Source: an optimization exercise on an open RTL-to-GDS flow (aim: a short achievable clock period and few clock cycles). Production flows keep margins and buffers that such runs may drop.
The RTL was checked by simulation tests, not by an equivalence proof against the original design.
Power and IR drop assume default switching activity.

**design/flow/design.v**
```verilog
`default_nettype none
package dma_pkg;
   localparam int NUM_CPUS        = 2;
   localparam int NUM_CH          = 4;
   localparam int ADDR_W          = 22;
   localparam int WORD_W          = 64;
   localparam int HALF_W          = 16;
   localparam int A_W             = 24;
   localparam int HALVES_PER_WORD = 4;
   localparam logic [9:0] OP_WRITE_CA  = 10'o0010;
   localparam logic [9:0] OP_WRITE_CL  = 10'o0011;
   localparam logic [6:0] OP_CHAN_READ = 7'o033;
   localparam int CH_SEL_BASE = 8;
   typedef logic [1:0] ch_idx_t;
   typedef union packed {
      struct packed {
         logic [9:0] op;
         logic [5:0] fld;
      } wr;
      struct packed {
         logic [6:0] op;
         logic [2:0] i;
         logic [5:0] jk;     
      } rd;
   } instr_u;
   typedef struct packed {
      instr_u         instr;
      logic           mon_mode;
      logic           vld;
      logic [A_W-1:0] aj;
      logic [A_W-1:0] ak;
   } cpu_req_t;
   typedef enum logic [1:0] {NONE, WR_CA, WR_CL, RD} cpu_op_e;
   typedef struct packed {
      cpu_op_e           kind;
      logic              is_int;
      ch_idx_t           ch;
      logic              chan_ok;
      logic [ADDR_W-1:0] val;
   } cpu_op_t;
   typedef struct packed {
      logic              req;
      logic              wr;
      logic [ADDR_W-1:0] addr;
      logic [WORD_W-1:0] data;
   } mem_req_t;
   localparam int CPU_REQ_W = 16 + 1 + 1 + 2*A_W;       
   localparam int CPU_OP_W  = 2 + 1 + 2 + 1 + ADDR_W;   
endpackage
`default_nettype wire
`timescale 1ns/1ps
`default_nettype none
module chan_rx #(
   parameter int DEPTH = 4
) (
   input  wire         clk,
   input  wire         rst,
   input  wire [15:0]  i_data,
   input  wire         i_vld,
   output logic        o_rdy,
   input  wire         i_pop,
   output logic        o_avail,
   output logic [63:0] o_head
);
   localparam int PW = $clog2(DEPTH);
   logic [15:0]      h_q;
   logic             take_q;
   logic [47:0]      asm_q;
   logic [1:0]       hc;
   logic [63:0]      fifo [DEPTH];
   logic [PW-1:0]    wp, rp;
   logic [PW:0]      cnt, cnt_n;
   logic             push;
   assign push    = take_q && (hc == 2'd3);
   assign cnt_n   = cnt + (PW+1)'(push) - (PW+1)'(i_pop);
   assign o_avail = (cnt != '0);
   assign o_head  = fifo[rp];
   always_ff @(posedge clk)
   begin
      h_q <= i_data;
      if (take_q)
         asm_q <= {asm_q[31:0], h_q};
      if (push)
         fifo[wp] <= {asm_q, h_q};
   end
   always_ff @(posedge clk)
   begin
      if (rst)
      begin
         take_q <= 1'b0;
         hc     <= '0;
         wp     <= '0;
         rp     <= '0;
         cnt    <= '0;
         o_rdy  <= 1'b0;
      end
      else
      begin
         take_q <= i_vld && o_rdy;
         if (take_q)
            hc <= hc + 2'd1;
         if (push)
            wp <= wp + PW'(1);
         if (i_pop)
            rp <= rp + PW'(1);
         cnt   <= cnt_n;
         o_rdy <= (cnt_n + (PW+1)'(2) <= (PW+1)'(DEPTH));
      end
   end
endmodule
`default_nettype wire
`timescale 1ns/1ps
`default_nettype none
module chan_tx #(
   parameter int DEPTH = 4
) (
   input  wire         clk,
   input  wire         rst,
   input  wire         i_wr,
   input  wire [63:0]  i_word,
   output logic        o_load,
   output logic [15:0] o_data,
   output logic        o_vld,
   input  wire         i_rdy
);
   localparam int PW = $clog2(DEPTH);
   logic [63:0]      sreg;
   logic [1:0]       hc;
   logic [63:0]      fifo [DEPTH];
   logic [PW-1:0]    wp, rp;
   logic [PW:0]      cnt;
   logic             sent;
   assign o_data = sreg[63:48];    
   assign sent   = o_vld && i_rdy;
   assign o_load = (!o_vld || (sent && hc == 2'd3)) && (cnt != '0);
   always_ff @(posedge clk)
   begin
      if (i_wr)
         fifo[wp] <= i_word;
      if (o_load)
         sreg <= fifo[rp];
      else if (sent)
         sreg <= {sreg[47:0], 16'h0};
   end
   always_ff @(posedge clk)
   begin
      if (rst)
      begin
         o_vld <= 1'b0;
         hc    <= '0;
         wp    <= '0;
         rp    <= '0;
         cnt   <= '0;
      end
      else
      begin
         if (o_load)
         begin
            o_vld <= 1'b1;
            hc    <= '0;
            rp    <= rp + PW'(1);
         end
         else if (sent)
         begin
            hc <= hc + 2'd1;
            if (hc == 2'd3)
               o_vld <= 1'b0;
         end
         if (i_wr)
            wp <= wp + PW'(1);
         cnt <= cnt + (PW+1)'(i_wr) - (PW+1)'(o_load);
      end
   end
endmodule
`default_nettype wire
`timescale 1ns/1ps
`default_nettype none
module io_dma #(
   parameter int DI = 4,    
   parameter int DO = 4     
) (
   input  wire         clk,
   input  wire         rst,
   input  wire [15:0]  cpu0_instr,
   input  wire         cpu0_mon,
   input  wire         cpu0_vld,
   input  wire [23:0]  cpu0_aj,
   input  wire [23:0]  cpu0_ak,
   output logic [23:0] cpu0_ai,
   input  wire [15:0]  cpu1_instr,
   input  wire         cpu1_mon,
   input  wire         cpu1_vld,
   input  wire [23:0]  cpu1_aj,
   input  wire [23:0]  cpu1_ak,
   output logic [23:0] cpu1_ai,
   input  wire [15:0]  in0_data,
   input  wire [15:0]  in1_data,
   input  wire [1:0]   in_vld,
   output wire [1:0]   in_rdy,
   output wire [15:0]  out0_data,
   output wire [15:0]  out1_data,
   output wire [1:0]   out_vld,
   input  wire [1:0]   out_rdy,
   output logic        mem_req,
   output logic        mem_wr,
   output logic [21:0] mem_addr,
   output logic [63:0] mem_wdata,
   input  wire         mem_ack,
   input  wire [63:0]  mem_rdata
);
   localparam int OW = $clog2(DO) + 1;
   logic [1:0]        q_wca, q_wcl, q_rd, q_ok, q_int;
   logic [1:0][1:0]   q_ch;
   logic [1:0][21:0]  q_val;
   always_ff @(posedge clk)
   begin
      q_wca[0] <= !rst && cpu0_vld && cpu0_mon && (cpu0_instr[15:6] == 10'o0010);
      q_wcl[0] <= !rst && cpu0_vld && cpu0_mon && (cpu0_instr[15:6] == 10'o0011);
      q_rd[0]  <= !rst && cpu0_vld && cpu0_mon && (cpu0_instr[15:9] == 7'o033);
      q_ok[0]  <= (cpu0_aj[23:2] == 22'd2);
      q_ch[0]  <= cpu0_aj[1:0];
      q_val[0] <= cpu0_ak[21:0];
      q_int[0] <= (cpu0_instr[5:0] == 6'd0);
      q_wca[1] <= !rst && cpu1_vld && cpu1_mon && (cpu1_instr[15:6] == 10'o0010);
      q_wcl[1] <= !rst && cpu1_vld && cpu1_mon && (cpu1_instr[15:6] == 10'o0011);
      q_rd[1]  <= !rst && cpu1_vld && cpu1_mon && (cpu1_instr[15:9] == 7'o033);
      q_ok[1]  <= (cpu1_aj[23:2] == 22'd2);
      q_ch[1]  <= cpu1_aj[1:0];
      q_val[1] <= cpu1_ak[21:0];
      q_int[1] <= (cpu1_instr[5:0] == 6'd0);
   end
   logic        win;
   logic        s_wca, s_wcl, s_rd, s_ok, s_int;
   logic [1:0]  s_ch;
   logic [21:0] s_val;
   assign win   = !(q_wca[0] || q_wcl[0] || q_rd[0]);
   assign s_wca = q_wca[win];
   assign s_wcl = q_wcl[win];
   assign s_rd  = q_rd[win];
   assign s_ok  = q_ok[win];
   assign s_int = q_int[win];
   assign s_ch  = q_ch[win];
   assign s_val = q_val[win];
   logic [3:0][21:0] ca;       
   logic [3:0][21:0] cap1;     
   logic [3:0][21:0] cl;
   logic [3:0]       more;     
   logic [3:0]       intp;     
   logic [3:0][OW-1:0] res;    
   logic             any_int;
   logic [1:0]       int_idx;
   always_comb
   begin
      any_int = |intp;
      int_idx = 2'd0;
      for (int i = 3; i >= 0; i--)
         if (intp[i])
            int_idx = 2'(i);
   end
   logic [1:0]       rx_avail, rx_pop, tx_load, tx_wr;
   logic [1:0][63:0] rx_head;
   logic [63:0]      rd_q;
   logic             rv_q;
   logic             rch_q;
   chan_rx #(.DEPTH(DI)) u_rx0 (.clk(clk), .rst(rst), .i_data(in0_data), .i_vld(in_vld[0]),
      .o_rdy(in_rdy[0]), .i_pop(rx_pop[0]), .o_avail(rx_avail[0]), .o_head(rx_head[0]));
   chan_rx #(.DEPTH(DI)) u_rx1 (.clk(clk), .rst(rst), .i_data(in1_data), .i_vld(in_vld[1]),
      .o_rdy(in_rdy[1]), .i_pop(rx_pop[1]), .o_avail(rx_avail[1]), .o_head(rx_head[1]));
   assign tx_wr[0] = rv_q && !rch_q;
   assign tx_wr[1] = rv_q &&  rch_q;
   chan_tx #(.DEPTH(DO)) u_tx0 (.clk(clk), .rst(rst), .i_wr(tx_wr[0]), .i_word(rd_q),
      .o_load(tx_load[0]), .o_data(out0_data), .o_vld(out_vld[0]), .i_rdy(out_rdy[0]));
   chan_tx #(.DEPTH(DO)) u_tx1 (.clk(clk), .rst(rst), .i_wr(tx_wr[1]), .i_word(rd_q),
      .o_load(tx_load[1]), .o_data(out1_data), .o_vld(out_vld[1]), .i_rdy(out_rdy[1]));
   logic [3:0]  elig;
   logic [1:0]  last_g;
   logic [1:0]  gnt;
   logic        gnt_any;
   logic [1:0]  sv;            
   logic        wptr, rptr;
   logic [1:0]        s_wr_q, s_last_q;
   logic [1:0][1:0]   s_ch_q;
   logic [1:0][21:0]  s_addr_q;
   logic [1:0][63:0]  s_data_q;
   logic        push;
   assign elig[0] = more[0] && rx_avail[0];
   assign elig[2] = more[2] && rx_avail[1];
   assign elig[1] = more[1] && (res[1] != OW'(DO));
   assign elig[3] = more[3] && (res[3] != OW'(DO));
   always_comb
   begin
      logic [1:0] idx;
      gnt_any = |elig;
      gnt     = 2'd0;
      for (int k = 4; k >= 1; k--)
      begin
         idx = last_g + 2'(k);
         if (elig[idx])
            gnt = idx;
      end
   end
   assign push      = gnt_any && !sv[wptr];
   assign rx_pop[0] = push && (gnt == 2'd0);
   assign rx_pop[1] = push && (gnt == 2'd2);
   logic [1:0] m_ch;
   logic       m_last;
   logic       load;
   logic       ack;
   assign ack  = mem_req && mem_ack;
   assign load = !mem_req || mem_ack;
   always_ff @(posedge clk)
   begin
      rd_q  <= mem_rdata;
      rch_q <= m_ch[1];
      if (load)
      begin
         mem_wr    <= s_wr_q[rptr];
         mem_addr  <= s_addr_q[rptr];
         mem_wdata <= s_data_q[rptr];
         m_ch      <= s_ch_q[rptr];
         m_last    <= s_last_q[rptr];
      end
      if (push)
      begin
         s_wr_q[wptr]   <= !gnt[0];
         s_addr_q[wptr] <= ca[gnt];
         s_data_q[wptr] <= rx_head[gnt[1]];
         s_ch_q[wptr]   <= gnt;
         s_last_q[wptr] <= (cap1[gnt] == cl[gnt]);
      end
   end
   always_ff @(posedge clk)
   begin
      if (rst)
      begin
         mem_req <= 1'b0;
         rv_q    <= 1'b0;
         sv      <= '0;
         wptr    <= 1'b0;
         rptr    <= 1'b0;
         last_g  <= 2'd3;
         intp    <= '0;
         more    <= '0;
         res     <= '0;
         for (int i = 0; i < 4; i++)
         begin
            ca[i]   <= '0;
            cap1[i] <= 22'd1;
            cl[i]   <= '0;
         end
         cpu0_ai <= '0;
         cpu1_ai <= '0;
      end
      else
      begin
         rv_q <= ack && !mem_wr;
         if (load)
         begin
            mem_req <= sv[rptr];
            if (sv[rptr])
            begin
               sv[rptr] <= 1'b0;
               rptr     <= !rptr;
            end
         end
         if (push)
         begin
            sv[wptr] <= 1'b1;
            wptr     <= !wptr;
            last_g   <= gnt;
            ca[gnt]   <= cap1[gnt];
            cap1[gnt] <= cap1[gnt] + 22'd1;
            more[gnt] <= (cap1[gnt] != cl[gnt]);
         end
         for (int p = 0; p < 2; p++)
            res[2*p+1] <= res[2*p+1] + OW'(push && gnt == 2'(2*p+1)) - OW'(tx_load[p]);
         for (int i = 0; i < 4; i++)
            if ((ack && m_last && m_ch == 2'(i)) ||
                (intp[i] && !(s_rd && s_int && int_idx == 2'(i))))
               intp[i] <= 1'b1;
            else
               intp[i] <= 1'b0;
         if (s_ok && s_wca)
         begin
            ca[s_ch]   <= s_val;
            cap1[s_ch] <= s_val + 22'd1;
            more[s_ch] <= (s_val != cl[s_ch]);
         end
         if (s_ok && s_wcl)
            cl[s_ch] <= s_val;
         if (s_rd)
         begin
            if (s_int)
            begin
               if (!win) cpu0_ai <= any_int ? 24'(8 + int_idx) : 24'd0;
               else      cpu1_ai <= any_int ? 24'(8 + int_idx) : 24'd0;
            end
            else
            begin
               if (!win) cpu0_ai <= s_ok ? {2'b00, ca[s_ch]} : 24'd0;
               else      cpu1_ai <= s_ok ? {2'b00, ca[s_ch]} : 24'd0;
            end
         end
      end
   end
endmodule
`default_nettype wire
```
**design/flow/run.sh**
```bash
#!/bin/bash
# synth_recipe.tcl (not shown) runs the flow's synth.tcl, then flattens the netlist and writes it again
# the make line also repeats each setting of config.mk as NAME=value (left out here)
make -C /OpenROAD-flow-scripts/flow DESIGN_CONFIG=/design/flow/config.mk WORK_HOME=/design/flow/orfs CLKGATE_MAP_FILE= SYNTH_SCRIPT=/design/flow/synth_recipe.tcl finish
```
**design/flow/config.mk**
```make
export PLATFORM = sky130hd
export DESIGN_NAME = io_dma
export DESIGN_NICKNAME = io_dma
export VERILOG_FILES = /design/flow/design.v
export SDC_FILE = /design/flow/constraint.sdc
export NUM_CORES = 4
export LEC_CHECK = 0
export CAP_MARGIN = 20
export CORE_MARGIN = 2
export CORE_UTILIZATION = 40
export SLEW_MARGIN = 20
```
**design/flow/constraint.sdc**
```tcl
create_clock -name core_clock -period 6.0 [get_ports {clk}]
set_input_delay 1.2000 -clock core_clock [delete_from_list [all_inputs] [get_ports {clk}]]
set_output_delay 1.2000 -clock core_clock [all_outputs]
set_load 0.01 [all_outputs]
```
==> results of run 1 <==
-- worst max path at each step --
stage,startpoint,end,depth (start not counted)
after CTS,u_rx1.cnt[1],cap1[62],16
after global placement,res[10],cap1[62],16
after detailed placement,res[10],cap1[62],16
after floorplan,u_rx1.cnt[1],ca[3],22
after global routing,res[10],cap1[62],16
final,res[10],cap1[62],16
-- layout by cell type (no fill, tap or decap), types with 42 or more instances in the layout --
cell                n
mux2i_1            45
a21oi_1           275
nand3_1            88
and3_1             70
a211oi_1           45
dfxtp_1           524
a22oi_1           172
o21ai_0           160
nor3_1             98
buf_4             405
o22ai_1            54
nor2_1            444
xnor2_1            73
a31oi_1            74
mux2_2            201
inv_1              54
clkdlybuf4s50_1   397
nand2_1           721
ha_1               44
clkinv_2           44
mux4_2            278
and2_1             52
clkbuf_16         215
clkbuf_1           42
edfxtp_1         1518
-- logic make-up (layout without fill, tap and decap cells) --
kind of cell | Yosys count | after routing
flops | 2053 | 2053
simple gates | 1655 | 1655
compound gates | 1083 | 1083
mux | 532 | 532
buf+inv | 480 | 1287
xor+xnor | 118 | 118
fa+ha+maj | 52 | 52
other cells | 1 | 14
-- critical path, stage by stage, from the launching register on --
cell and delay (ps):
dfxtp_1 350, or3b_4 440, a22oi_2 250, o211ai_2 330, nor2_4 270, buf_4 250
inv_6 120, buf_4 220, a21oi_1 390, o21ai_1 220, nor4bb_1 490, nand2_1 150
xnor2_1 180, buf_4 190, mux2_2 420, mux2_2 380, a221o_1 360
-- through the flow --
stage	util, %	worst slack [ps]
floorplan	-	589
global placement	44.6	944
detailed placement	44.6	969
CTS	48.1	930
global route	48.1	738
finish	48.1	825
-- metal layers --
layer,GRT usage (%),vias to the layer above,routed length (um)
met1,38.7,28760,127000
met2,42.9,2944,135000
met3,6.22,669,26600
met5,0,-,87
met4,12.0,12,14900
li1,-,23983,-
-- registers in the layout (all words and copies together), names as in the netlist, 22 cells and up, named ones only --
| register | flops |
|---|---|
| u_rx0.fifo | 256 |
| u_rx1.fifo | 256 |
| u_tx0.fifo | 256 |
| u_tx1.fifo | 256 |
| ca | 88 |
| cap1 | 88 |
| cl | 88 |
| mem_wdata | 64 |
| rd_q | 64 |
| u_tx0.sreg | 64 |
| u_tx1.sreg | 64 |
| u_rx0.asm_q | 48 |
| u_rx1.asm_q | 48 |
| q_val | 44 |
| cpu0_ai | 22 |
| cpu1_ai | 22 |
| mem_addr | 22 |
-- cell type report --
| cell class | count | area share [%] |
|---|---|---|
| antenna | 10 | 0.0249 |
| clock buffer | 282 | 5.85 |
| clock inverter | 123 | 1.46 |
| inverter | 61 | 0.238 |
| multi-input combinational | 3444 | 25.6 |
| sequential | 2053 | 56.0 |
| tap | 2805 | 3.49 |
| timing repair buffer | 821 | 7.35 |
-- power breakdown --
part / switching (uW) / internal (uW)
sequential: 581 / 16100
clock: 5840 / 7790
combinational: 1850 / 1790
total: 8270 / 25700
==> summary.md, run 1 <==
| Metric | Value |
|---|---|
| Fin. max-slew vios | `0` |
| Mean routed wirelength per cell | `about 32 um` |
| Antenna Nets Post-Route | `0` |
| Port buffer count | `approximately 400` |
| DRC violation count after routing | `0` |
| Reg2reg path depth | `16` |
| Worst-path clk slew | `around 70 ps` |
| Area delta synth->final | `20.0%` |
| Post-layout min period | `5180 ps` |
| Post-synth cell types | `roughly 110` |
| DR pass1 iterations | `7` |
| Total power density per cell area | `~340 nW/um^2` |
| Total CTS buffers | `213` |
| CTS root buf | `clkbuf_16` |
| CTS tree | `built` |
| Max IR drop VDD | `between 0.3 and 0.4 mV` |
| Max-cap violations | `0` |
| Synthesized cell area | `approximately 84000 um^2` |
| Die area | `approximately 210000 um^2` |
| Final setup TNS | `0 ps` |
| # setup viols final | `0` |
| Seq cells post-synth | `between 2000 and 2500` |
| Hold_buf cts | `0` |
| Fin crit share | `about 86%` |
| Row count | `around 170` |
| Post-synth EDFFs | `about 1500` |
| Hold slack | `about 460 ps` |
| Hold Crit Class | `reg2reg` |
| Core ar. | `~210000 um^2` |
| Reg2reg setup slack | `just over 800 ps` |
| Yosys top cell by area | `edfxtp_1` |
| Top post-synthesis cells by count | `edfxtp_1, nand2_1, dfxtp_1` |
| Worst Path Required | `between 6000 and 7000 ps` |
| Total wire length | `roughly 300000 um` |
| Synth Area in Compound Gates | `between 8 and 9%` |
| Post-Synthesis Cells | `5974` |
| Main area contributors after synthesis | `edfxtp_1, dfxtp_1, mux4_2` |
| # nets final | `between 6000 and 7000` |
| Chip Width | `462 um` |
| Die Y | `462 um` |
| Largest fanout on the critical path | `13` |
| Ys async rst share | `0%` |
| Setup Skew | `90.3 ps` |
| Sink Count | `a little over 2000` |
| Final GP Congestion | `1.06` |
| Post-cts resize count | `0` |
| Total gr overflow | `0` |
| Main combinational cell family by area after synthesis | `multiplexers` |
| Clk buf depth | `3` |
| Critical Path End Type | `register` |
| Adder-cell share of the synthesized area | `less than 1%` |
| Multi-input logic area | `between 20000 and 30000 um^2` |
| Share of cells above drive strength 1 | `around a fifth` |
| CP Class | `reg2reg` |
| Mux share of post-synthesis cell area | `10.8%` |
| Most numerous cell in the Yosys netlist | `edfxtp_1` |
| Avg Inst Size Synth | `between 10 and 15 um^2` |
| Yosys top cell area share | `a little over half` |
| Seq/Total Area, Yosys | `67.2%` |
| FF+latch area | `56300 um^2` |
| IO Pins | `407` |
| Vias | `about 56000` |
| Drt via density | `5.87` |
| Crit path launch type | `register` |
| CTS H-Tree Depth | `4` |
| Hold Path Depth | `0` |
| Initial core utilization | `approximately two fifths` |
| Post-CTS Setup Inserts | `0` |
| Status | `no timing/DRC/antenna violations` |
| Final hold vios | `0` |
| RSZ-0062 raised after global routing | `false` |
| Fmax | `~190 MHz` |
| Crit path DAT | `5890 ps` |
| Pwr Total | `34000 uW` |
| Vias in the first global route | `54811` |
| Relative slew margins | `between 20% and 30%` |
| Fin area | `approximately 100000 um^2` |
| Worst Tran Pin Value | `1180 ps` |
| Leak | `about 0.033 uW` |
| Initial DRC Count | `about 6800` |
| Min-Delay Endpoint | `u_rx0.fifo[3][56]` |
| Reg2reg start | `res[10]` |
| Filler cell count | `about 18000` |
| GRT Util Overall | `28.1%` |
| Initial antenna violation count | `16` |
| Synth warn | `3` |
| Top FF cell, synth | `edfxtp_1` |
| Dpl cells | `just over 9000` |
| Worst-skew pair later-pin latency | `910 ps` |
| Worst R2R End | `cap1[62]` |
| Layout Cells excl Fill | `roughly 9600` |
| XOR/XNOR share of the synthesized area | `under 10%` |
| Global-route wire length before repair | `423000 um` |
| Placed inst area | `93200 um^2` |
| Largest net degree at the start of global routing | `~130` |
| Worst hold start | `u_rx0.asm_q[40]` |
| Post-synthesis simple-gate area fraction | `a little under 9%` |
| Post-DP HPWL | `about 210000 um` |
Testbench counts, summed over its fixed seeds: cycles 3,228.
==> inputs of run 2 (changes only) <==
--- a/design/flow/design.v
+++ b/design/flow/design.v
@@ -242,7 +242,7 @@
    assign s_ch  = q_ch[win];
    assign s_val = q_val[win];
    logic [3:0][21:0] ca;       
-   logic [3:0][21:0] cap1;     
+   logic [3:0][21:0] clm1;     
    logic [3:0][21:0] cl;
    logic [3:0]       more;     
    logic [3:0]       intp;     
@@ -274,8 +274,9 @@
       .o_load(tx_load[1]), .o_data(out1_data), .o_vld(out_vld[1]), .i_rdy(out_rdy[1]));
    logic [3:0]  elig;
    logic [1:0]  last_g;
-   logic [1:0]  gnt;
-   logic        gnt_any;
+   logic [3:0]  gsel;          
+   logic [3:0]  g_q;           
+   logic        g_v;
    logic [1:0]  sv;            
    logic        wptr, rptr;
    logic [1:0]        s_wr_q, s_last_q;
@@ -283,6 +284,10 @@
    logic [1:0][21:0]  s_addr_q;
    logic [1:0][63:0]  s_data_q;
    logic        push;
+   logic [1:0]  g_idx;
+   logic [21:0] g_addr;
+   logic        g_last;
+   logic [3:0]  lastf;
    assign elig[0] = more[0] && rx_avail[0];
    assign elig[2] = more[2] && rx_avail[1];
    assign elig[1] = more[1] && (res[1] != OW'(DO));
@@ -290,18 +295,29 @@
    always_comb
    begin
       logic [1:0] idx;
-      gnt_any = |elig;
-      gnt     = 2'd0;
+      gsel = '0;
       for (int k = 4; k >= 1; k--)
       begin
          idx = last_g + 2'(k);
          if (elig[idx])
-            gnt = idx;
+            gsel = 4'b0001 << idx;
       end
    end
-   assign push      = gnt_any && !sv[wptr];
-   assign rx_pop[0] = push && (gnt == 2'd0);
-   assign rx_pop[1] = push && (gnt == 2'd2);
+   always_comb
+   begin
+      g_addr = '0;
+      g_last = 1'b0;
+      for (int k = 0; k < 4; k++)
+      begin
+         lastf[k] = (ca[k] == clm1[k]);
+         g_addr   = g_addr | ({22{g_q[k]}} & ca[k]);
+         g_last   = g_last | (g_q[k] & lastf[k]);
+      end
+      g_idx = {g_q[3] | g_q[2], g_q[3] | g_q[1]};
+   end
+   assign push      = g_v && !sv[wptr];
+   assign rx_pop[0] = push && g_q[0];
+   assign rx_pop[1] = push && g_q[2];
    logic [1:0] m_ch;
    logic       m_last;
    logic       load;
@@ -322,12 +338,14 @@
       end
       if (push)
       begin
-         s_wr_q[wptr]   <= !gnt[0];
-         s_addr_q[wptr] <= ca[gnt];
-         s_data_q[wptr] <= rx_head[gnt[1]];
-         s_ch_q[wptr]   <= gnt;
-         s_last_q[wptr] <= (cap1[gnt] == cl[gnt]);
+         s_wr_q[wptr]   <= g_q[0] | g_q[2];
+         s_addr_q[wptr] <= g_addr;
+         s_data_q[wptr] <= g_q[2] ? rx_head[1] : rx_head[0];
+         s_ch_q[wptr]   <= g_idx;
+         s_last_q[wptr] <= g_last;
       end
+      for (int i = 0; i < 4; i++)
+         clm1[i] <= cl[i] - 22'd1;
    end
    always_ff @(posedge clk)
    begin
@@ -339,13 +357,14 @@
          wptr    <= 1'b0;
          rptr    <= 1'b0;
          last_g  <= 2'd3;
+         g_v     <= 1'b0;
+         g_q     <= '0;
          intp    <= '0;
          more    <= '0;
          res     <= '0;
          for (int i = 0; i < 4; i++)
          begin
             ca[i]   <= '0;
-            cap1[i] <= 22'd1;
             cl[i]   <= '0;
          end
          cpu0_ai <= '0;
@@ -363,17 +382,27 @@
                rptr     <= !rptr;
             end
          end
+         if (!g_v)
+         begin
+            g_v <= |elig;
+            g_q <= gsel;
+         end
+         else if (push)
+            g_v <= 1'b0;
          if (push)
          begin
             sv[wptr] <= 1'b1;
             wptr     <= !wptr;
-            last_g   <= gnt;
-            ca[gnt]   <= cap1[gnt];
-            cap1[gnt] <= cap1[gnt] + 22'd1;
-            more[gnt] <= (cap1[gnt] != cl[gnt]);
+            last_g   <= g_idx;
+            for (int i = 0; i < 4; i++)
+               if (g_q[i])
+               begin
+                  ca[i]   <= ca[i] + 22'd1;
+                  more[i] <= !lastf[i];
+               end
          end
          for (int p = 0; p < 2; p++)
-            res[2*p+1] <= res[2*p+1] + OW'(push && gnt == 2'(2*p+1)) - OW'(tx_load[p]);
+            res[2*p+1] <= res[2*p+1] + OW'(push && g_q[2*p+1]) - OW'(tx_load[p]);
          for (int i = 0; i < 4; i++)
             if ((ack && m_last && m_ch == 2'(i)) ||
                 (intp[i] && !(s_rd && s_int && int_idx == 2'(i))))
@@ -383,7 +412,6 @@
          if (s_ok && s_wca)
          begin
             ca[s_ch]   <= s_val;
-            cap1[s_ch] <= s_val + 22'd1;
             more[s_ch] <= (s_val != cl[s_ch]);
          end
          if (s_ok && s_wcl)
--- a/design/flow/config.mk
+++ b/design/flow/config.mk
@@ -5,7 +5,9 @@
 export SDC_FILE = /design/flow/constraint.sdc
 export NUM_CORES = 4
 export LEC_CHECK = 0
+export ABC_CLOCK_PERIOD_IN_PS = 3500
 export CAP_MARGIN = 20
 export CORE_MARGIN = 2
 export CORE_UTILIZATION = 40
+export SETUP_SLACK_MARGIN = 2.0
 export SLEW_MARGIN = 20
==> run 2 against run 1 <==
Net effect: still clean; area after synthesis decreased by 5.6%; largest cell class unchanged; combinational power decreased by 13%; worst setup slack improved by 1300 ps; core utilization decreased by 0.94 points; synthesized cell count decreased by 19%; count of clock-buffer cells in the layout decreased by 8; hold slack got worse by 5.6 ps; sequential power about the same; final cell count decreased by 16%; total power decreased by 3.5%; maximum frequency increased by 32%; highest routed layer is now met4; global-route usage decreased by 7.4 points.
==> summary.md, run 2 <==
| Metric | Value |
|---|---|
| Sink Count | `around 2100` |
| Chip Width | `~450 um` |
| Drt via density | `~5.4` |
| Row count | `between 150 and 200` |
| Util after Layout | `between 40% and 50%` |
| Initial DRC Count | `around 4700` |
| Share of cells above drive strength 1 | `between 10% and 20%` |
| Filler cell count | `16866` |
| Mean routed wirelength per cell | `between 20 and 30 um` |
| Total wire length | `211000 um` |
| Relative slew margins | `between 10% and 20%` |
| Max-cap violations | `0` |
| CTS H-Tree Depth | `4` |
| Fin. max-slew vios | `0` |
| Initial core utilization | `between 40% and 50%` |
| Crit path DAT | `approximately 4600 ps` |
| Status | `no timing/DRC/antenna violations` |
| Yosys top cell by area | `edfxtp_1` |
| GRT Util Overall | `a little over 20%` |
| Die area | `201000 um^2` |
| Die Y | `between 400 and 500 um` |
| Most numerous cell in the Yosys netlist | `edfxtp_1` |
| Total CTS buffers | `about 210` |
| Main area contributors after synthesis | `edfxtp_1, dfxtp_1, mux4_2` |
| Largest fanout on the critical path | `52` |
| Setup Skew | `~59 ps` |
| Initial antenna violation count | `13` |
| Area delta synth->final | `17.5%` |
| Dpl cells | `7635` |
| Fin crit share | `roughly two thirds` |
| DR pass1 iterations | `9` |
| Critical-path cell list | `or4b_4 -> nand2_8 -> buf_6 -> mux2i_1 -> xnor2_1 -> nand4_1 -> o21ai_0 -> nor4b_4 -> o32ai_1` |
| CTS root buf | `clkbuf_16` |
| Max IR drop VDD | `0.319 mV` |
| Post-cts resize count | `3` |
| # nets final | `5499` |
| Post-CTS Setup Inserts | `0` |
| Ys async rst share | `0%` |
| Psw | `between 7000 and 8000 uW` |
| Antenna Nets Post-Route | `0` |
| Yosys top cell area share | `between 50% and 60%` |
| Synthesized cell area | `between 70000 and 80000 um^2` |
| Port buffer count | `398` |
| Hold_buf cts | `0` |
| Max stage delay cell, worst path | `or4b_4` |
| Fmax | `between 200 and 300 MHz` |
| # setup viols final | `0` |
| Clk pwr share | `roughly 40%` |
| Synth warn | `3` |
| Final setup TNS | `0 ps` |
| Clk buf depth | `3` |
| Commonest non-fill, non-tap cells in the layout | `edfxtp_1, dfxtp_1, nor2_1, clkdlybuf4s50_1, mux4_2` |
| Post-DP HPWL | `approximately 140000 um` |
| Vias in the first global route | `about 43000` |
| Top FF cell, synth | `edfxtp_1` |
| Combinational share of power | `a little under a tenth` |
| Crit path launch type | `register` |
| Worst Path Required | `between 6000 and 7000 ps` |
| Largest net degree at the start of global routing | `110` |
| Post-synth cell types | `a little under 70` |
| Top post-synthesis cells by count | `edfxtp_1, dfxtp_1, nor2_1` |
| DRC violation count after routing | `0` |
| Worst Tran Pin Value | `1210 ps` |
| Global-route wire length before repair | `306000 um` |
| Hold Crit Class | `reg2reg` |
| CP Class | `reg2reg` |
| Pre-CTS setup slack | `1640 ps` |
| CP peak stage delay | `between 700 and 800 ps` |
| Vias | `43505` |
| CTS tree | `built` |
| Core ar. | `197000 um^2` |
| Commonest non-fill, non-tap cell in the layout | `edfxtp_1` |
| Final GP Congestion | `~1` |
| Leak | `a little over 0.03 uW` |
| Seq/Total Area, Yosys | `approximately 71%` |
| Seq cells post-synth | `2058` |
| Post-layout min period | `between 3000 and 4000 ps` |
| Total power density per cell area | `approximately 350 nW/um^2` |
| Layout Cells excl Fill | `8034` |
| Total gr overflow | `0` |
| Post-synth EDFFs | `1518` |
| Worst-path clk slew | `around 60 ps` |
| Post-Synthesis Cells | `slightly below 5000` |
| Pint | `approximately 25000 uW` |
| RSZ-0062 raised after global routing | `false` |
| Final hold vios | `0` |
| Critical Path End Type | `register` |
| Final Worst Setup Slack | `between 2000 and 2500 ps` |
| Avg Inst Size Synth | `16.4 um^2` |
| IO Pins | `a little over 400` |
| Sw Ratio | `a little under a quarter` |
| Pwr Total | `around 33000 uW` |
| Sequential share of power | `about half` |
| Worst-skew pair later-pin latency | `860 ps` |
==> run 2: cell types whose count changed in the layout (fill, tap and decap cells not counted), sizes merged, moves of 73 or more <==
cell / previous run / this run
xor2: 43 / 173
a31oi: 74 / 1
o21ai: 169 / 25
a21oi: 279 / 99
nand2: 726 / 156
buf: 424 / 87
==> run 2: cell type report <==
| cell class | count | area, um^2 | share of cell area [%] |
|---|---|---|---|
| inverter | 56 | 210 | 0.226 |
| multi-input combinational | 2398 | 21400 | 23.0 |
| tap | 2640 | 3300 | 3.55 |
| clock buffer | 274 | 5660 | 6.09 |
| clock inverter | 116 | 1290 | 1.39 |
| antenna | 6 | 15.0 | 0.0161 |
| sequential | 2058 | 56400 | 60.7 |
| timing repair buffer | 486 | 4690 | 5.04 |
==> run 2: worst paths after layout <==
kind / startpoint / slack [ps] / cells past startpoint / endpoint
worst max-delay path: q_rd[0] / 2080 / 9 / more[1]
worst min-delay path: u_rx0.o_rdy / 460 / 2 / u_rx0.take_q
worst max register to register: q_rd[0] / 2080 / 9 / more[1]
worst min register to register: u_rx0.o_rdy / 460 / 2 / u_rx0.take_q
==> run 2: kinds of logic after synthesis <==
family / count (synthesis) / synth area share (%)
DFF: 2058 / 71.3
and+or+nand+nor: 989 / 6.03
muxes: 608 / 12.5
AOI/OAI and AO/OA: 438 / 3.84
buffers and inverters: 361 / 2.05
xor gates and xnor gates: 303 / 3.35
adders and majority gates: 56 / 0.942
other: 1 / 0.00474
==> run 2: critical path, delay by kind of cell, from the launching register on <==
kind | cells | cell delay (ps)
xor gates and xnor gates | 1 | 190
and+or+nand+nor | 4 | 1690
AOI/OAI and AO/OA | 2 | 360
DFF | 1 | 510
buffers and inverters | 1 | 450
muxes | 1 | 550
==> run 2: metrics by stage <==
stage | area [um^2] | hold slack [ps]
global route | 93000 | 481
CTS | 92900 | 464
finish | 93000 | 455
global placement | 85900 | 453
detailed placement | 85900 | 455
floorplan | 79200 | 407
==> run 2: power by group through the flow <==
stage               registers, uW  logic (uW)  clock network (uW)
floorplan                   16600        2330                   0
global placement            16900        3160                   0
detailed placement          16900        3190                   0
CTS                         16600        3210               13300
global route                16700        3390               13900
finish                      16600        3150               13000
==> run 2: per-layer routing <==
metal,global-route usage (%),routed length (um)
met3,4.50,15300
met4,6.60,6520
met5,0,0
met2,32.9,99400
met1,28.2,90100
Testbench counts of run 2, summed over its fixed seeds: cycles 3,237.
==> inputs of run 3 (changes only) <==
==> design/flow/config.mk (replaced) <==
export PLATFORM = sky130hd
export DESIGN_NAME = io_dma
export DESIGN_NICKNAME = io_dma
export VERILOG_FILES = /design/flow/design.v
export SDC_FILE = /design/flow/constraint.sdc
export NUM_CORES = 4
export LEC_CHECK = 0
export ABC_CLOCK_PERIOD_IN_PS = 2500
export CAP_MARGIN = 20
export CORE_MARGIN = 2
export CORE_UTILIZATION = 40
export SETUP_SLACK_MARGIN = 3.5
export SLEW_MARGIN = 20
==> run 3 against run 2 <==
Net effect: still clean; sequential share of layout area is 3.4 points lower; clock power hardly changed; worst setup slack improved by 730 ps; first-iteration DRC count up 6.1%; clock skew is 23 ps higher; final cell count grew 3.5%; register-to-register slack better by 730 ps; non-clock buffer count up 235; sequential power hardly changed; maximum frequency up 23%; largest power group unchanged; highest routed layer unchanged.
==> summary.md, run 3 <==
| Metric | Value |
|---|---|
| Post-synth EDFFs | `1518` |
| Initial DRC Count | `about 5000` |
| Seq cells post-synth | `around 2000` |
| Final setup TNS | `0 ps` |
| Fin. max-slew vios | `0` |
| CTS H-Tree Depth | `4` |
| Sink Count | `a little over 2000` |
| Core ar. | `between 150000 and 200000 um^2` |
| Hold Crit Class | `reg2reg` |
| CP bufs+invs | `3` |
| RSZ-0062 raised after global routing | `true` |
| DRC violation count after routing | `0` |
| Crit path launch type | `register` |
| Total power density per cell area | `339 nW/um^2` |
| Setup Skew | `roughly 82 ps` |
| IO Pins | `407` |
| Hold Path Depth | `0` |
| Yosys top cell area share | `57.6%` |
| Critical-path cell list | `buf_12 -> or4b_4 -> buf_8 -> nand2_4 -> mux2i_2 -> xnor2_1 -> nand4_1 -> o21ai_2 -> nor4b_4 -> buf_6 -> o32ai_2` |
| Final hold vios | `0` |
| CTS tree | `built` |
| Post-synth cell types | `69` |
| Top FF cell, synth | `edfxtp_1` |
| Reg2reg path depth | `11` |
| Leak | `between 0.03 and 0.04 uW` |
| Fmax | `around 310 MHz` |
| Port buffer count | `398` |
| Avg Inst Size Synth | `approximately 16 um^2` |
| Top post-synthesis cells by count | `edfxtp_1, dfxtp_1, nor2_1` |
| Clk buf depth | `3` |
| Die area | `a little over 200000 um^2` |
| DR pass1 iterations | `8` |
| Commonest non-fill, non-tap cell in the layout | `edfxtp_1` |
| # setup viols final | `0` |
| Reg2reg start | `q_rd[0]` |
| # nets final | `5766` |
| Die Y | `449 um` |
| Filler cell count | `16353` |
| Worst Tran Pin Value | `about 1300 ps` |
| Initial core utilization | `between 40% and 50%` |
| Antenna Nets Post-Route | `0` |
| Synth warn | `3` |
| Worst R2R End | `more[3]` |
| Worst Path Required | `between 6000 and 7000 ps` |
| Min-Delay Endpoint | `u_rx0.asm_q[6]` |
| Share of cells above drive strength 1 | `33.1%` |
| Max stage delay cell, worst path | `or4b_4` |
| Critical Path End Type | `register` |
| Post-Synthesis Cells | `between 4000 and 5000` |
| Largest fanout on the critical path | `11` |
| Seq/Total Area, Yosys | `slightly above 70%` |
| Ys async rst share | `0%` |
| GRT Util Overall | `between 20% and 30%` |
| CP Class | `reg2reg` |
| Most numerous cell in the Yosys netlist | `edfxtp_1` |
| Layout Cells excl Fill | `~8300` |
| Dpl cells | `7623` |
| Synthesized cell area | `between 70000 and 80000 um^2` |
| CTS root buf | `clkbuf_16` |
| Drt via density | `5.52` |
| Area delta synth->final | `24.7%` |
| Total CTS buffers | `212` |
| Pwr Total | `33400 uW` |
| Hold_buf cts | `0` |
| Max IR drop VDD | `around 0.30 mV` |
| Reg2reg setup slack | `2810 ps` |
| Relative slew margins | `around 15%` |
| Vias | `about 46000` |
| Crit path DAT | `around 4000 ps` |
| Chip Width | `roughly 450 um` |
| Mean routed wirelength per cell | `about 28 um` |
| Row count | `163` |
| Post-DP HPWL | `135000 um` |
| Largest net degree at the start of global routing | `89` |
| Status | `no timing/DRC/antenna violations` |
| Fin crit share | `53.1%` |
| Max-cap violations | `0` |
| Yosys top cell by area | `edfxtp_1` |
| CP peak stage delay | `around 550 ps` |
| Commonest non-fill, non-tap cells in the layout | `edfxtp_1, dfxtp_1, nor2_1, mux4_2, mux2_2` |
| Main area contributors after synthesis | `edfxtp_1, dfxtp_1, mux4_2` |
| Post-layout min period | `~3200 ps` |
| CP delay by family, top | `simple AND/OR/NAND/NOR gates` |
| Vias in the first global route | `45008` |
| Worst-path clk slew | `around 60 ps` |
| Initial antenna violation count | `11` |
| Final GP Congestion | `approximately 0.96` |
| Util after Layout | `~50%` |
| Worst hold start | `u_rx0.h_q[6]` |
| Total gr overflow | `0` |
| Total wire length | `roughly 230000 um` |
| Global-route wire length before repair | `~320000 um` |
| Worst-skew pair later-pin latency | `roughly 880 ps` |
-- run 3: per-stage QoR --
step                      cell area (um^2)  hold slack [ps]  setup WS [ps]
final                                98700              469           2810
after global placement               86200              462           1540
after floorplan                      79800              403           2790
after CTS                            96100              476           2970
after global routing                 98700              487           2820
after detailed placement             86200              462           1470
-- run 3: metal layers --
metal | vias up | track usage [%] | part of all wire, %
li1 | 19782 | - | -
met1 | 23600 | 30.0 | 41
met2 | 2046 | 34.9 | 47
met3 | 471 | 4.44 | 7.8
met4 | 0 | 9.15 | 4.4
met5 | - | 0 | 0
-- run 3: power breakdown --
part           switching (uW)  leakage [uW]  internal (uW)
Clock                    5660       0.00339           7500
Sequential                473        0.0184          16100
Combinational            1840        0.0112           1850
Total                    7970        0.0329          25500
-- run 3: layout make-up --
| type | count | area [um^2] | share of cell area (%) |
|---|---|---|---|
| clock inverters | 113 | 1210 | 1.23 |
| diodes | 9 | 22.5 | 0.0228 |
| inverters | 56 | 263 | 0.266 |
| repair inverters | 2 | 46.3 | 0.0469 |
| flip-flops and latches | 2058 | 56500 | 57.3 |
| multi-input cells | 2424 | 24200 | 24.6 |
| well taps | 2640 | 3300 | 3.35 |
| repair buffers | 721 | 7280 | 7.37 |
| clock buffers | 290 | 5800 | 5.88 |
-- run 3: worst max path at each step --
stage / startpoint / cells past startpoint / to / slack, ps
6_report: q_rd[0] / 11 / more[3] / 2810
5_1_grt: q_rd[0] / 11 / more[3] / 2820
4_1_cts: q_rd[0] / 11 / more[2] / 2970
3_5_place_dp: q_wcl[0] / 9 / ca[19] / 1470
3_3_place_gp: q_wcl[0] / 10 / ca[19] / 1540
2_1_floorplan: q_rd[0] / 16 / ca[38] / 2790
-- run 3: what timing repair did --
action,CTS,global route
gates resized for setup,1164,324
buffers inserted,120,114
pin swaps,113,158
endpoints found under the setup margin,1113,536
gates cloned,34,8
-- run 3: cells by family after synthesis --
logic type / count (synthesis) / share of synthesized area [%]
compound gates: 438 / 3.84
xor+xnor: 303 / 3.35
fa+ha+maj: 56 / 0.942
buf+inv: 361 / 2.05
flops: 2058 / 71.3
mux: 608 / 12.5
other cells: 1 / 0.00474
simple gates: 989 / 6.03
==> inputs of run 4 (changes only) <==
--- a/design/flow/design.v
+++ b/design/flow/design.v
@@ -71,6 +71,7 @@
    logic [PW-1:0]    wp, rp;
    logic [PW:0]      cnt, cnt_n;
    logic             push;
+   logic             rdy_i;    
    assign push    = take_q && (hc == 2'd3);
    assign cnt_n   = cnt + (PW+1)'(push) - (PW+1)'(i_pop);
    assign o_avail = (cnt != '0);
@@ -93,10 +94,11 @@
          rp     <= '0;
          cnt    <= '0;
          o_rdy  <= 1'b0;
+         rdy_i  <= 1'b0;
       end
       else
       begin
-         take_q <= i_vld && o_rdy;
+         take_q <= i_vld && rdy_i;
          if (take_q)
             hc <= hc + 2'd1;
          if (push)
@@ -105,6 +107,7 @@
             rp <= rp + PW'(1);
          cnt   <= cnt_n;
          o_rdy <= (cnt_n + (PW+1)'(2) <= (PW+1)'(DEPTH));
+         rdy_i <= (cnt + (PW+1)'(push) + (PW+1)'(2) <= (PW+1)'(DEPTH) + (PW+1)'(i_pop));
       end
    end
 endmodule
@@ -130,9 +133,10 @@
    logic [PW-1:0]    wp, rp;
    logic [PW:0]      cnt;
    logic             sent;
+   logic             busy;     
    assign o_data = sreg[63:48];    
-   assign sent   = o_vld && i_rdy;
-   assign o_load = (!o_vld || (sent && hc == 2'd3)) && (cnt != '0);
+   assign sent   = busy && i_rdy;
+   assign o_load = (!busy || (sent && hc == 2'd3)) && (cnt != '0);
    always_ff @(posedge clk)
    begin
       if (i_wr)
@@ -147,6 +151,7 @@
       if (rst)
       begin
          o_vld <= 1'b0;
+         busy  <= 1'b0;
          hc    <= '0;
          wp    <= '0;
          rp    <= '0;
@@ -154,9 +159,10 @@
       end
       else
       begin
+         o_vld <= (o_vld && !(i_rdy && hc == 2'd3)) || (cnt != '0);
          if (o_load)
          begin
-            o_vld <= 1'b1;
+            busy  <= 1'b1;
             hc    <= '0;
             rp    <= rp + PW'(1);
          end
@@ -164,7 +170,7 @@
          begin
             hc <= hc + 2'd1;
             if (hc == 2'd3)
-               o_vld <= 1'b0;
+               busy <= 1'b0;
          end
          if (i_wr)
             wp <= wp + PW'(1);
@@ -322,8 +328,9 @@
    logic       m_last;
    logic       load;
    logic       ack;
-   assign ack  = mem_req && mem_ack;
-   assign load = !mem_req || mem_ack;
+   logic m_busy, m_isw;
+   assign ack  = m_busy && mem_ack;
+   assign load = !m_busy || mem_ack;
    always_ff @(posedge clk)
    begin
       rd_q  <= mem_rdata;
@@ -331,6 +338,7 @@
       if (load)
       begin
          mem_wr    <= s_wr_q[rptr];
+         m_isw     <= s_wr_q[rptr];
          mem_addr  <= s_addr_q[rptr];
          mem_wdata <= s_data_q[rptr];
          m_ch      <= s_ch_q[rptr];
@@ -352,6 +360,7 @@
       if (rst)
       begin
          mem_req <= 1'b0;
+         m_busy  <= 1'b0;
          rv_q    <= 1'b0;
          sv      <= '0;
          wptr    <= 1'b0;
@@ -372,10 +381,11 @@
       end
       else
       begin
-         rv_q <= ack && !mem_wr;
+         rv_q <= ack && !m_isw;
+         mem_req <= sv[rptr] || (mem_req && !mem_ack);
          if (load)
          begin
-            mem_req <= sv[rptr];
+            m_busy <= sv[rptr];
             if (sv[rptr])
             begin
                sv[rptr] <= 1'b0;
==> run 4 against run 3 <==
Net effect: still clean on timing, DRC and antenna; combinational power grew 4%; routed wire length is 0.58% higher; global-route usage rose by 0.094 points; maximum frequency up 2.2%; hold slack got worse by 4.7 ps; sequential share of layout area decreased by 0.097 points; register-to-register slack improved by 70 ps; flip-flop and latch count rose by 5; synthesized cell count increased by 3.7%; final cell count rose by 2.0%; count of clock-buffer cells in the layout down 6; die area is 0.60% higher; largest cell class unchanged.
==> summary.md, run 4 <==
| Metric | Value |
|---|---|
| Fmax | `between 300 and 400 MHz` |
| Seq/Total Area, Yosys | `71.0%` |
| # setup viols final | `0` |
| Die Y | `450 um` |
| Util after Layout | `50.1%` |
| FF+latch area | `56600 um^2` |
| CP bufs+invs | `4` |
| Post-DP HPWL | `roughly 140000 um` |
| Largest fanout on the critical path | `6` |
| Initial antenna violation count | `15` |
| Worst Path Required | `6720 ps` |
| Multi-input logic area | `24500 um^2` |
| Critical Path End Type | `register` |
| Post-Synthesis Cells | `4994` |
| Synth warn | `3` |
| Crit path from | `q_wcl[0]` |
| Pre-CTS setup slack | `approximately 1800 ps` |
| RSZ-0062 raised after global routing | `true` |
| Commonest non-fill, non-tap cell in the layout | `edfxtp_1` |
| Total power density per cell area | `about 340 nW/um^2` |
| DR pass1 iterations | `7` |
| Worst-skew pair later-pin latency | `870 ps` |
| Reg2reg start | `q_wcl[0]` |
| Total gr overflow | `0` |
| Global-route wire length before repair | `about 330000 um` |
| Final GP Congestion | `between 0.9 and 1` |
| CTS root buf | `clkbuf_16` |
| Worst Tran Pin Value | `around 1300 ps` |
| Critical-path cell list | `buf_6 -> buf_12 -> or4b_4 -> nand2_8 -> buf_6 -> mux2i_1 -> mux2i_1 -> xnor2_1 -> or4_4 -> o31ai_4 -> buf_6 -> o21ai_1` |
| Die area | `about 200000 um^2` |
| Total wire length | `about 230000 um` |
| Worst R2R End | `more[1]` |
| Relative slew margins | `between 10% and 20%` |
| CTS tree | `built` |
| DRC violation count after routing | `0` |
| Total CTS buffers | `between 200 and 250` |
| Ys async rst share | `0%` |
| Clk buf depth | `3` |
| Post-synth cell types | `71` |
| Post-layout min period | `just over 3000 ps` |
| Most numerous cell in the Yosys netlist | `edfxtp_1` |
| Main area contributors after synthesis | `edfxtp_1, dfxtp_1, mux4_2` |
| Min-Delay Endpoint | `u_tx1.o_vld` |
| Most common cell on crit path | `buf_6` |
| Chip Width | `450 um` |
| Placed inst area | `around 87000 um^2` |
| Fin. max-slew vios | `0` |
| IO Pins | `around 410` |
| Setup Skew | `66.6 ps` |
| Initial DRC Count | `a little over 5000` |
| Hold Path Depth | `2` |
| Vias | `~47000` |
| Share of cells above drive strength 1 | `a little under a third` |
| Top post-synthesis cells by count | `edfxtp_1, dfxtp_1, nor2_1` |
| Sink Count | `2063` |
| Worst hold start | `u_tx1.o_vld` |
| Max-cap violations | `0` |
| Commonest non-fill, non-tap cells in the layout | `edfxtp_1, dfxtp_1, nor2_1, nand2_1, mux4_2` |
| Row count | `~160` |
| Final setup TNS | `0 ps` |
| Antenna Nets Post-Route | `0` |
| Worst-path clk slew | `around 60 ps` |
| Mean routed wirelength per cell | `about 27 um` |
| Max IR drop VDD | `between 0.2 and 0.3 mV` |
| Reg2reg setup slack | `~2900 ps` |
| Yosys top cell by area | `edfxtp_1` |
| Max stage delay cell, worst path | `or4_4` |
| CP delay by family, top | `simple AND/OR/NAND/NOR gates` |
| Fin crit share | `slightly above 50%` |
| Fin area | `between 90000 and 100000 um^2` |
| Seq cells post-synth | `between 2000 and 2500` |
| Largest net degree at the start of global routing | `97` |
| GRT Util Overall | `between 20 and 25%` |
| Crit path launch type | `register` |
| Filler cell count | `16317` |
| CTS H-Tree Depth | `4` |
| Hold_buf cts | `0` |
| Status | `no timing/DRC/antenna violations` |
| Area delta synth->final | `24.4%` |
| Initial core utilization | `between 40% and 50%` |
| Yosys top cell area share | `57.2%` |
| Reg2reg path depth | `12` |
| Final Worst Setup Slack | `2880 ps` |
| CP peak stage delay | `between 500 and 600 ps` |
| Crit path DAT | `approximately 3800 ps` |
| Top FF cell, synth | `edfxtp_1` |
| Final hold vios | `0` |
| Post-synth EDFFs | `about 1500` |
| Avg Inst Size Synth | `roughly 16 um^2` |
| Leak | `0.0333 uW` |
| Core ar. | `a little under 200000 um^2` |
| Vias in the first global route | `45784` |
| CP Class | `reg2reg` |
| Pwr Total | `about 33000 uW` |
| Port buffer count | `a little under 400` |
| Synthesized cell area | `about 80000 um^2` |
| Hold Crit Class | `reg2reg` |
| # nets final | `approximately 6000` |
| Drt via density | `roughly 5.5` |
-- run 4: cell count changes after synthesis, sizes merged, moves of 12 or more --
cell and delta:
buf -13, nand2 +211, mux2 -69, o22ai -12, clkbuf +13, mux2i +39
-- run 4: logic make-up (layout without fill, tap and decap cells) --
| family | count (synthesis) | in the layout | synth area share [%] |
|---|---|---|---|
| flops | 2063 | 2063 | 71.0 |
| buf+inv | 372 | 1188 | 2.02 |
| fa+ha+maj | 65 | 65 | 1.06 |
| simple gates | 1178 | 1193 | 6.78 |
| compound gates | 427 | 429 | 3.71 |
| mux | 579 | 579 | 12.1 |
| xor+xnor | 309 | 309 | 3.40 |
| other cells | 1 | 10 | 0.00471 |
-- run 4: worst max-delay path by stage --
| stage | cells after the start | to | slack (ps) |
|---|---|---|---|
| after global placement | 9 | more[2] | 1790 |
| after CTS | 13 | more[1] | 2970 |
| after detailed placement | 9 | more[3] | 1790 |
| final | 12 | more[1] | 2880 |
| after floorplan | 12 | res[11] | 3040 |
| after global routing | 12 | more[1] | 2840 |
-- run 4: stage by stage --
| stage | hold slack [ps] | std cells |
|---|---|---|
| floorplan | 407 | 4997 |
| finish | 464 | 8476 |
| global placement | 445 | 7812 |
| global route | 483 | 8472 |
| CTS | 466 | 8409 |
| detailed placement | 448 | 7813 |
-- run 4: final cells by class --
type                       instances  share of cell area, %
clock inverter                   106                   1.17
timing repair inverter             4                 0.0531
multi-input combinational       2579                   24.7
tap                             2640                   3.34
antenna                            6                 0.0152
clock buffer                     284                   5.79
timing repair buffer             727                   7.45
inverter                          67                  0.307
sequential                      2063                   57.2
-- run 4: timing repair --
action | CTS | global route
setup buffers | 182 | 52
gates cloned | 24 | 8
pin swaps | 125 | 150
resized for setup | 1161 | 253
hold endpoints to repair | 0 | 0
setup endpoints to repair | 1096 | 591
-- run 4: routing by layer --
layer | global-route usage, % | wire [um] | vias up
li1 | - | - | 20237
met1 | 29.2 | 92900 | 24035
met2 | 36.0 | 111000 | 1959
met3 | 3.90 | 16200 | 560
met4 | 10.2 | 12100 | 0
met5 | 0 | 0 | -
-- run 4: worst register-to-register path: cells and delay by family (launching register included) --
kind	cells	cell delay (ps)
XOR/XNOR	1	140
flip-flops	1	320
AND/OR/NAND/NOR	3	1230
AO/OA/AOI/OAI	2	310
buffers and inverters	4	540
multiplexers	2	450
-- run 4: report_power, final --
| group | total, uW | switching (uW) | internal [uW] |
|---|---|---|---|
| Clock | 12900 | 5600 | 7340 |
| Sequential | 16700 | 529 | 16200 |
| Combinational | 3820 | 1910 | 1920 |
Testbench counts of run 4, summed over its fixed seeds: cycles 3,237.
==> inputs of run 5 (changes only) <==
--- a/design/flow/design.v
+++ b/design/flow/design.v
@@ -215,38 +215,30 @@
    input  wire [63:0]  mem_rdata
 );
    localparam int OW = $clog2(DO) + 1;
-   logic [1:0]        q_wca, q_wcl, q_rd, q_ok, q_int;
-   logic [1:0][1:0]   q_ch;
-   logic [1:0][21:0]  q_val;
-   always_ff @(posedge clk)
-   begin
-      q_wca[0] <= !rst && cpu0_vld && cpu0_mon && (cpu0_instr[15:6] == 10'o0010);
-      q_wcl[0] <= !rst && cpu0_vld && cpu0_mon && (cpu0_instr[15:6] == 10'o0011);
-      q_rd[0]  <= !rst && cpu0_vld && cpu0_mon && (cpu0_instr[15:9] == 7'o033);
-      q_ok[0]  <= (cpu0_aj[23:2] == 22'd2);
-      q_ch[0]  <= cpu0_aj[1:0];
-      q_val[0] <= cpu0_ak[21:0];
-      q_int[0] <= (cpu0_instr[5:0] == 6'd0);
-      q_wca[1] <= !rst && cpu1_vld && cpu1_mon && (cpu1_instr[15:6] == 10'o0010);
-      q_wcl[1] <= !rst && cpu1_vld && cpu1_mon && (cpu1_instr[15:6] == 10'o0011);
-      q_rd[1]  <= !rst && cpu1_vld && cpu1_mon && (cpu1_instr[15:9] == 7'o033);
-      q_ok[1]  <= (cpu1_aj[23:2] == 22'd2);
-      q_ch[1]  <= cpu1_aj[1:0];
-      q_val[1] <= cpu1_ak[21:0];
-      q_int[1] <= (cpu1_instr[5:0] == 6'd0);
-   end
+   logic        d0_wca, d0_wcl, d0_rd, d0_any;
+   logic        d1_wca, d1_wcl, d1_rd;
    logic        win;
    logic        s_wca, s_wcl, s_rd, s_ok, s_int;
    logic [1:0]  s_ch;
    logic [21:0] s_val;
-   assign win   = !(q_wca[0] || q_wcl[0] || q_rd[0]);
-   assign s_wca = q_wca[win];
-   assign s_wcl = q_wcl[win];
-   assign s_rd  = q_rd[win];
-   assign s_ok  = q_ok[win];
-   assign s_int = q_int[win];
-   assign s_ch  = q_ch[win];
-   assign s_val = q_val[win];
+   assign d0_wca = cpu0_vld && cpu0_mon && (cpu0_instr[15:6] == 10'o0010);
+   assign d0_wcl = cpu0_vld && cpu0_mon && (cpu0_instr[15:6] == 10'o0011);
+   assign d0_rd  = cpu0_vld && cpu0_mon && (cpu0_instr[15:9] == 7'o033);
+   assign d1_wca = cpu1_vld && cpu1_mon && (cpu1_instr[15:6] == 10'o0010);
+   assign d1_wcl = cpu1_vld && cpu1_mon && (cpu1_instr[15:6] == 10'o0011);
+   assign d1_rd  = cpu1_vld && cpu1_mon && (cpu1_instr[15:9] == 7'o033);
+   assign d0_any = d0_wca || d0_wcl || d0_rd;
+   always_ff @(posedge clk)
+   begin
+      win   <= !d0_any;
+      s_wca <= !rst && (d0_any ? d0_wca : d1_wca);
+      s_wcl <= !rst && (d0_any ? d0_wcl : d1_wcl);
+      s_rd  <= !rst && (d0_any ? d0_rd  : d1_rd);
+      s_ok  <= d0_any ? (cpu0_aj[23:2] == 22'd2) : (cpu1_aj[23:2] == 22'd2);
+      s_ch  <= d0_any ? cpu0_aj[1:0] : cpu1_aj[1:0];
+      s_int <= d0_any ? (cpu0_instr[5:0] == 6'd0) : (cpu1_instr[5:0] == 6'd0);
+      s_val <= d0_any ? cpu0_ak[21:0] : cpu1_ak[21:0];
+   end
    logic [3:0][21:0] ca;       
    logic [3:0][21:0] clm1;     
    logic [3:0][21:0] cl;
@@ -301,11 +293,13 @@
    always_comb
    begin
       logic [1:0] idx;
+      logic [3:0] em;
+      em = ((elig & 4'b1010) != '0) ? (elig & 4'b1010) : elig;
       gsel = '0;
       for (int k = 4; k >= 1; k--)
       begin
          idx = last_g + 2'(k);
-         if (elig[idx])
+         if (em[idx])
             gsel = 4'b0001 << idx;
       end
    end
@@ -419,13 +413,16 @@
                intp[i] <= 1'b1;
             else
                intp[i] <= 1'b0;
-         if (s_ok && s_wca)
+         for (int i = 0; i < 4; i++)
          begin
-            ca[s_ch]   <= s_val;
-            more[s_ch] <= (s_val != cl[s_ch]);
+            if (s_ok && s_wca && s_ch == 2'(i))
+            begin
+               ca[i]   <= s_val;
+               more[i] <= (s_val != cl[i]);
+            end
+            if (s_ok && s_wcl && s_ch == 2'(i))
+               cl[i] <= s_val;
          end
-         if (s_ok && s_wcl)
-            cl[s_ch] <= s_val;
          if (s_rd)
          begin
             if (s_int)
==> run 5 against run 4 <==
Net effect: still clean on timing, DRC and antenna; count of clock-buffer cells in the layout increased by 2; via count is 10% lower; maximum frequency up 15%; final area decreased by 7.1%; area after synthesis fell by 2.3%; global-route usage fell by 2.6 points; register-to-register slack gained 690 ps; sequential power about the same; clock skew fell by 14 ps; critical path type is now reg2out; largest power group unchanged.
==> summary.md, run 5 <==
| Metric | Value |
|---|---|
| Status | `no timing/DRC/antenna violations` |
| Initial DRC Count | `approximately 3900` |
| Final GP Congestion | `around 0.9` |
| Post-layout min period | `2720 ps` |
| Global-route wire length before repair | `287000 um` |
| Post-DP HPWL | `~120000 um` |
| Die area | `between 150000 and 200000 um^2` |
| Fin. max-slew vios | `0` |
| Worst-path clk slew | `60 ps` |
| Final Worst Setup Slack | `roughly 3300 ps` |
| Ys async rst share | `0%` |
| Total gr overflow | `0` |
| Drt via density | `5.27` |
| Leak | `just over 0.03 uW` |
| Hold slack | `422 ps` |
| Clk buf depth | `3` |
| Post-synth cell types | `61` |
| Synth warn | `3` |
| CTS tree | `built` |
| DRC violation count after routing | `0` |
| Hold_buf cts | `0` |
| Filler cell count | `between 15000 and 20000` |
| Most numerous cell in the Yosys netlist | `edfxtp_1` |
| Hold Crit Class | `reg2reg` |
| Fin area | `slightly above 90000 um^2` |
| Crit path DAT | `around 1500 ps` |
| Post-synthesis simple-gate area fraction | `between 6 and 7%` |
| XOR/XNOR share of the synthesized area | `roughly 4.0%` |
| Commonest non-fill, non-tap cell in the layout | `edfxtp_1` |
| Main area contributors after synthesis | `edfxtp_1, dfxtp_1, mux4_2` |
| Core ar. | `around 190000 um^2` |
| Post-synth EDFFs | `roughly 1500` |
| Vias in the first global route | `~42000` |
| Total power density per cell area | `around 360 nW/um^2` |
| Antenna Nets Post-Route | `0` |
| Total CTS buffers | `204` |
| GRT Util Overall | `between 10% and 20%` |
| CP bufs+invs | `1` |
| Max stage delay cell, worst path | `edfxtp_1` |
| CTS root buf | `clkbuf_16` |
| Share of cells above drive strength 1 | `a little under a quarter` |
| Final hold vios | `0` |
| Yosys top cell area share | `58.6%` |
| Avg Inst Size Synth | `16.0 um^2` |
| Post-Synthesis Cells | `~4800` |
| Seq cells post-synth | `2035` |
| Chip Width | `between 400 and 500 um` |
| Critical Path End Type | `output port` |
| Final setup TNS | `0 ps` |
| Mux share of post-synthesis cell area | `a little under an eighth` |
| Setup Skew | `52.4 ps` |
| Placed inst area | `around 85000 um^2` |
| Port buffer count | `approximately 400` |
| CP peak stage delay | `approximately 490 ps` |
| Sink Count | `just over 2000` |
| Critical-path cell list | `buf_6` |
| Worst Path Required | `between 4000 and 5000 ps` |
| Pre-CTS setup slack | `1980 ps` |
| Top post-synthesis cells by count | `edfxtp_1, nand2_1, dfxtp_1` |
| Initial antenna violation count | `10` |
| Yosys top cell by area | `edfxtp_1` |
| Largest net degree at the start of global routing | `137` |
| Vias | `approximately 42000` |
| Area delta synth->final | `18.2%` |
| Seq/Total Area, Yosys | `between 70 and 80%` |
| Commonest non-fill, non-tap cells in the layout | `edfxtp_1, nand2_1, dfxtp_1, mux4_2, clkdlybuf4s50_1` |
| Largest fanout on the critical path | `1` |
| Initial core utilization | `between 40% and 50%` |
| Relative slew margins | `26.1%` |
| Row count | `161` |
| # nets final | `5553` |
| CP delay by family, top | `flip-flops` |
| Max IR drop VDD | `roughly 0.28 mV` |
| Adder-cell share of the synthesized area | `0.939%` |
| Fin crit share | `between 40 and 50%` |
| Synthesized cell area | `77800 um^2` |
| # setup viols final | `0` |
| Util after Layout | `roughly 48%` |
| CTS H-Tree Depth | `4` |
| Worst Tran Pin Value | `~1100 ps` |
| DR pass1 iterations | `5` |
| Synth Area in Compound Gates | `under 10%` |
| Max-cap violations | `0` |
| Die Y | `around 450 um` |
| Mean routed wirelength per cell | `between 20 and 25 um` |
| Crit path launch type | `register` |
| Total wire length | `about 200000 um` |
| Top FF cell, synth | `edfxtp_1` |
| Fmax | `368 MHz` |
| IO Pins | `a little over 400` |
| Main combinational cell family by area after synthesis | `multiplexers` |
| Worst-skew pair later-pin latency | `approximately 860 ps` |
| CP Class | `reg2out` |
| RSZ-0062 raised after global routing | `true` |
run 5: logic make-up (layout without fill, tap and decap cells):
logic type / count (synthesis) / in the layout
AOI/OAI and AO/OA: 358 / 358
xor gates and xnor gates: 358 / 358
other: 1 / 7
buffers and inverters: 383 / 974
adders and majority gates: 56 / 56
muxes: 503 / 503
and+or+nand+nor: 1154 / 1155
DFF: 2035 / 2035
run 5: metrics by stage:
stage                     total power [uW]  instances
after floorplan                      19000       4851
after global placement               20200       7546
after detailed placement             20300       7548
after CTS                            33600       7953
after global routing                 34400       7971
final                                33300       7972
run 5: cell type report:
cell class | instances | area [um^2] | share of cell area (%)
flip-flops and latches | 2035 | 56000 | 60.9
multi-input cells | 2434 | 20700 | 22.5
clock buffers | 286 | 5810 | 6.32
repair buffers | 512 | 4560 | 4.95
well taps | 2526 | 3160 | 3.44
clock inverters | 101 | 1360 | 1.48
inverters | 75 | 308 | 0.335
diodes | 3 | 7.51 | 0.00816
run 5: repair_timing:
item,CTS,global route
pin swaps,2,2
setup endpoints to repair,723,378
gates resized for setup,857,32
buffers inserted,17,15
cloned,1,0
run 5: final timing paths:
| kind | to | from | slack, ps | cells after the start |
|---|---|---|---|---|
| hold reg to reg | u_rx0.take_q | u_rx0.rdy_i | 420 | 2 |
| setup / recovery | mem_wdata[18] | mem_wdata[18] | 3280 | 1 |
| hold / removal | u_rx0.take_q | u_rx0.rdy_i | 420 | 2 |
| setup reg to reg | register | g_q[2] | 3570 | 4 |
run 5: worst register-to-register path, delay by kind of cell, from the launching register on:
family                 cells  cell delay, ps
and+or+nand+nor            1              90
AOI/OAI and AO/OA          2            1000
buffers and inverters      1             600
DFF                        1             460
run 5: metal layers:
metal  part of all wire [%]  GRT usage (%)  vias to the layer above
li1                       -              -                    18968
met1                     42           26.3                    21489
met2                     50           32.7                     1202
met3                    5.0           2.93                      330
met4                    3.2           6.85                        4
met5                  0.016              0                        -
run 5: power breakdown:
part	internal [uW]	leakage [uW]	switching (uW)
clock	7870	0.00349	5480
combinational	1770	0.00884	1640
sequential	16000	0.0182	557
total	25600	0.0305	7670
Testbench counts of run 5, summed over its fixed seeds: cycles 3,224.

[separate check: timing with driven ports]
The flow's constraints put no driver on any port. The routed layouts listed below were extracted and timed again, unchanged, in two steps. Step 1 sets driving cells, clkbuf_16 on the clock port and buf_2 on the other inputs (assumed; they add their load-dependent delay and slew). Step 2, shift: input delay + t, output delay - t, t = (earliest + latest rising clock arrival at the registers) / 2. This alone moves slack from input paths to output paths. Three values: ideal ports, drivers, drivers and shift; two values: the first two.
run	t (ns)	setup WS [ns]	latest minus earliest clock arrival (ns)
run 1	0.964	0.825 / 0.825 / 0.825	0.096 / 0.095
run 2	0.919	2.084 / 2.084 / 1.947	0.064 / 0.064
run 3	0.929	2.814 / 2.814 / 2.603	0.084 / 0.085
run 4	0.929	2.884 / 2.883 / 2.576	0.078 / 0.078
run 5	0.917	3.283 / 3.196 / 2.610	0.054 / 0.055
After both steps every run listed still meets setup and hold. The setup slack of run 5, which loses most, moves by -0.087 ns with the drivers and by -0.673 ns with both steps.
